From an optimization exercise on the open Yosys and OpenROAD flow, aimed at small area, a short achievable clock period and few clock cycles per item; shortcuts taken in it are not production practice. RTL that was checked went through simulation tests only; none was proved equivalent to the original.

## trial 41
==> module aes_key_expand, before the edit <==
module aes_key_expand #(
  parameter int KEY_BITS = 256
) (
  input  logic                clk,
  input  logic                rst,
  input  logic                start,
  input  logic [KEY_BITS-1:0] key_in,
  output logic                busy,
  output logic [127:0]        rk_out,
  output logic [3:0]          rk_idx,
  output logic                rk_valid,
  input  logic                rk_ready,
  output logic                done
);
  logic [255:0] st;      
  logic [3:0]   idx;     
  logic         act;     
  logic         vld;     
  logic [31:0]  sw, p0, p1, p2, p3, rc;
  logic [127:0] nw;
  logic [7:0]   rcon;
  logic         adv;
  for (genvar b = 0; b < 4; b++) begin : g_sbox
    aes_ks_sbox u_sbox (.x(st[224+8*b +: 8]), .y(sw[8*b +: 8]));
  end
  aes_ks_mix u_mix (.sw(sw), .rot(!idx[0]), .p({p3, p2, p1, p0}), .nw(nw));
  assign busy     = vld;
  assign rk_valid = vld;
  assign rk_out   = st[127:0];
  assign rk_idx   = idx;
  always_comb begin
    rcon = 8'h01 << idx[3:1];
    rc = idx[0] ? 32'h0 : {24'h0, rcon};
    p0 = st[31:0] ^ rc;
    p1 = p0 ^ st[63:32];
    p2 = p1 ^ st[95:64];
    p3 = p2 ^ st[127:96];
    adv = rk_ready;
  end
  always_ff @(posedge clk) begin
    if (!act) st <= key_in;
    else if (adv) st <= {nw, st[255:128]};
  end
  always_ff @(posedge clk or posedge rst) begin
    if (rst) begin
      act <= 1'b0;
      vld <= 1'b0;
      idx <= 4'd0;
      done <= 1'b0;
    end else begin
      done <= 1'b0;
      if (!vld) vld <= start;
      else if (adv && idx == 4'd14) vld <= 1'b0;
      if (!act) begin
        idx <= 4'd0;
        if (start) act <= 1'b1;
      end else if (adv) begin
        idx <= idx + 4'd1;
        if (idx == 4'd14) begin
          act <= 1'b0;
          done <= 1'b1;
        end
      end
    end
  end
endmodule
clock: 22.0 ns
lec_check: 0
cap_margin: 20
core_margin: 2
core_utilization: 60
slew_margin: 20
synth_hierarchical: 1
synth_minimum_keep_size: 0
standard.sh (not shown) runs the stock make flow with config.mk's settings and CLKGATE_MAP_FILE= SYNTH_SCRIPT=/design/flow/synth_recipe.tcl, a recipe that flattens the netlist after the stock synthesis.
==> flow/flow/run.sh <==
#!/bin/bash
# Standard ORFS layout (the standard.sh), with these changes:
#  - synthesis is the standard flow's own script, but ABC maps with flow/abc.script (area-oriented);
#  - ports are buffered with the small sky130_fd_sc_hd__buf_1 instead of the default pick;
#  - clock tree synthesis inserts no dummy loads;
#  - timing repair aims for a slack margin that leaves TARGET_NS (flow/target.txt) of the
#    clock period, so the layout is sized for a shorter period than the constraint asks.
# Each step's full log is in orfs/logs/; the make output is in synth.log and layout.log here.
set -euo pipefail
here=$(pwd)
export FLOW_WORK=$here
export MY_ABC_SCRIPT=$here/flow/abc.script
target=$(cat flow/target.txt)
extra=()
if [[ "$target" != "none" ]]; then
  margin=$(python3 -c "print(round($FLOW_PERIOD_NS - $target, 3))")
  extra+=("SETUP_SLACK_MARGIN=$margin")
fi
bash standard.sh "SYNTH_SCRIPT=$here/flow/my_synth.tcl" synth > "$here/synth.log" 2>&1
bash standard.sh "CTS_ARGS=-sink_clustering_enable -repair_clock_nets -dont_use_dummy_load" "BUFFER_PORTS_ARGS=-buffer_cell sky130_fd_sc_hd__buf_1" "${extra[@]}" finish > "$here/layout.log" 2>&1
==> flow/flow/abc.script <==
strash
map -a
==> flow/flow/my_synth.tcl <==
# The standard synthesis script (synth_recipe.tcl, in the work folder), with one change:
# every ABC mapping call uses the script named by MY_ABC_SCRIPT instead of ORFS's.
proc abc {args} {
  set i [lsearch -exact $args -script]
  if {$i >= 0} { lset args [expr {$i + 1}] $::env(MY_ABC_SCRIPT) }
  yosys abc {*}$args
}
source $::env(FLOW_WORK)/synth_recipe.tcl
==> flow/flow/target.txt <==
5.7
Testbench counts of trial 41, summed over its fixed seeds: cycles 3,072, round keys 2,880.
### trial 41 -> trial 64
==> flow/design.v, changed modules only <==
module aes_key_expand #(
  parameter int KEY_BITS = 256
) (
  input  logic                clk,
  input  logic                rst,
  input  logic                start,
  input  logic [KEY_BITS-1:0] key_in,
  output logic                busy,
  output logic [127:0]        rk_out,
  output logic [3:0]          rk_idx,
  output logic                rk_valid,
  input  logic                rk_ready,
  output logic                done
);
  logic [255:0] st;      
  logic [3:0]   idx;     
  logic         act;     
  logic         vld;     
  logic [3:0]   ridx;    
  logic [31:0]  sw, p0, p1, p2, p3, rc;
  logic [127:0] nw;
  logic [7:0]   rcon;
  logic         adv;
  for (genvar b = 0; b < 4; b++) begin : g_sbox
    aes_ks_sbox u_sbox (.x(st[224+8*b +: 8]), .y(sw[8*b +: 8]));
  end
  aes_ks_mix u_mix (.sw(sw), .rot(!idx[0]), .p({p3, p2, p1, p0}), .nw(nw));
  assign busy     = vld;
  assign rk_valid = vld;
  assign rk_out   = st[127:0];
  assign rk_idx   = ridx;
  always_comb begin
    rcon = 8'h01 << idx[3:1];
    rc = idx[0] ? 32'h0 : {24'h0, rcon};
    p0 = st[31:0] ^ rc;
    p1 = p0 ^ st[63:32];
    p2 = p1 ^ st[95:64];
    p3 = p2 ^ st[127:96];
    adv = rk_ready;
  end
  logic sel_ld, sel_sh, sel_hd;
  assign sel_ld = !act;
  assign sel_sh = act && adv;
  assign sel_hd = act && !adv;
  logic [255:0] st_d, st_n;
  assign st_n = {nw, st[255:128]};
  for (genvar j = 0; j < 256; j++) begin : g_sel
    aes_ks_sel u_sel (.ld(sel_ld), .sh(sel_sh), .hd(sel_hd), .k(key_in[j]),
                      .n(st_n[j]), .q(st[j]), .d(st_d[j]));
  end
  always_ff @(posedge clk) begin
    st <= st_d;
  end
  always_ff @(posedge clk) begin
    if (!act) ridx <= 4'd0;
    else if (adv) ridx <= idx + 4'd1;
  end
  always_ff @(posedge clk or posedge rst) begin
    if (rst) begin
      act <= 1'b0;
      vld <= 1'b0;
      idx <= 4'd0;
      done <= 1'b0;
    end else begin
      done <= 1'b0;
      if (!vld) vld <= start;
      else if (adv && idx == 4'd14) vld <= 1'b0;
      if (!act) begin
        idx <= 4'd0;
        if (start) act <= 1'b1;
      end else if (adv) begin
        idx <= idx + 4'd1;
        if (idx == 4'd14) begin
          act <= 1'b0;
          done <= 1'b1;
        end
      end
    end
  end
endmodule
module aes_ks_sel (
  input  logic ld, sh, hd, k, n, q,
  output logic d
);
  assign d = (ld & k) | (sh & n) | (hd & q);
endmodule
--- outcome ---
Total track usage: higher on trial 64. Number of nets produced by synthesis was higher in the run labelled trial 64. | share of synthesized area spent on multiplexers | lower: trial 41 |. Trial 41 -> trial 64: final standard cell count with taps included and fillers excluded flat. Higher worst hold slack across all endpoints was reported by trial 41, not trial 64. Diff trial 41 -> trial 64: die area saw a decrease, critical path depth saw an increase. From trial 41 to trial 64 the numbers moved as follows: worst relative slew slack lower, total routed wirelength lower.
Function not checked in trial 64: the RTL went through the layout flow alone.

## afterwards: timing with drivers on the ports
In the flow no input, the clock included, has a driving cell. The finished layouts below were timed again as built, in two steps. Step 1 sets driving cells, clkbuf_16 on the clock port and buf_2 on the other inputs (assumed; they add their load-dependent delay and slew). Step 2 adds t to the input delays and takes it off the output delays; t is the mean of the earliest and latest rising clock arrival at the registers after step 1. Input paths then give back, and output paths get back, about the clock's delay inside the block. Slacks: ideal / step 1 / step 2; pairs: ideal / step 1.
run | t (ns) | setup WS [ns] | hold WS [ns] | worst data-port slew with drivers (ns)
trial 41 | 0.594 | 16.366 / 16.314 / 15.881 | 0.505 / 0.505 / 0.505 | 0.07
trial 64 | 0.597 | 16.368 / 16.369 / 15.786 | 0.439 / 0.439 / 0.439 | 0.08
After both steps setup and hold are still met in every run listed. The setup slack of trial 64, which loses most, moves by +0.001 ns with the drivers and by -0.582 ns with both steps.
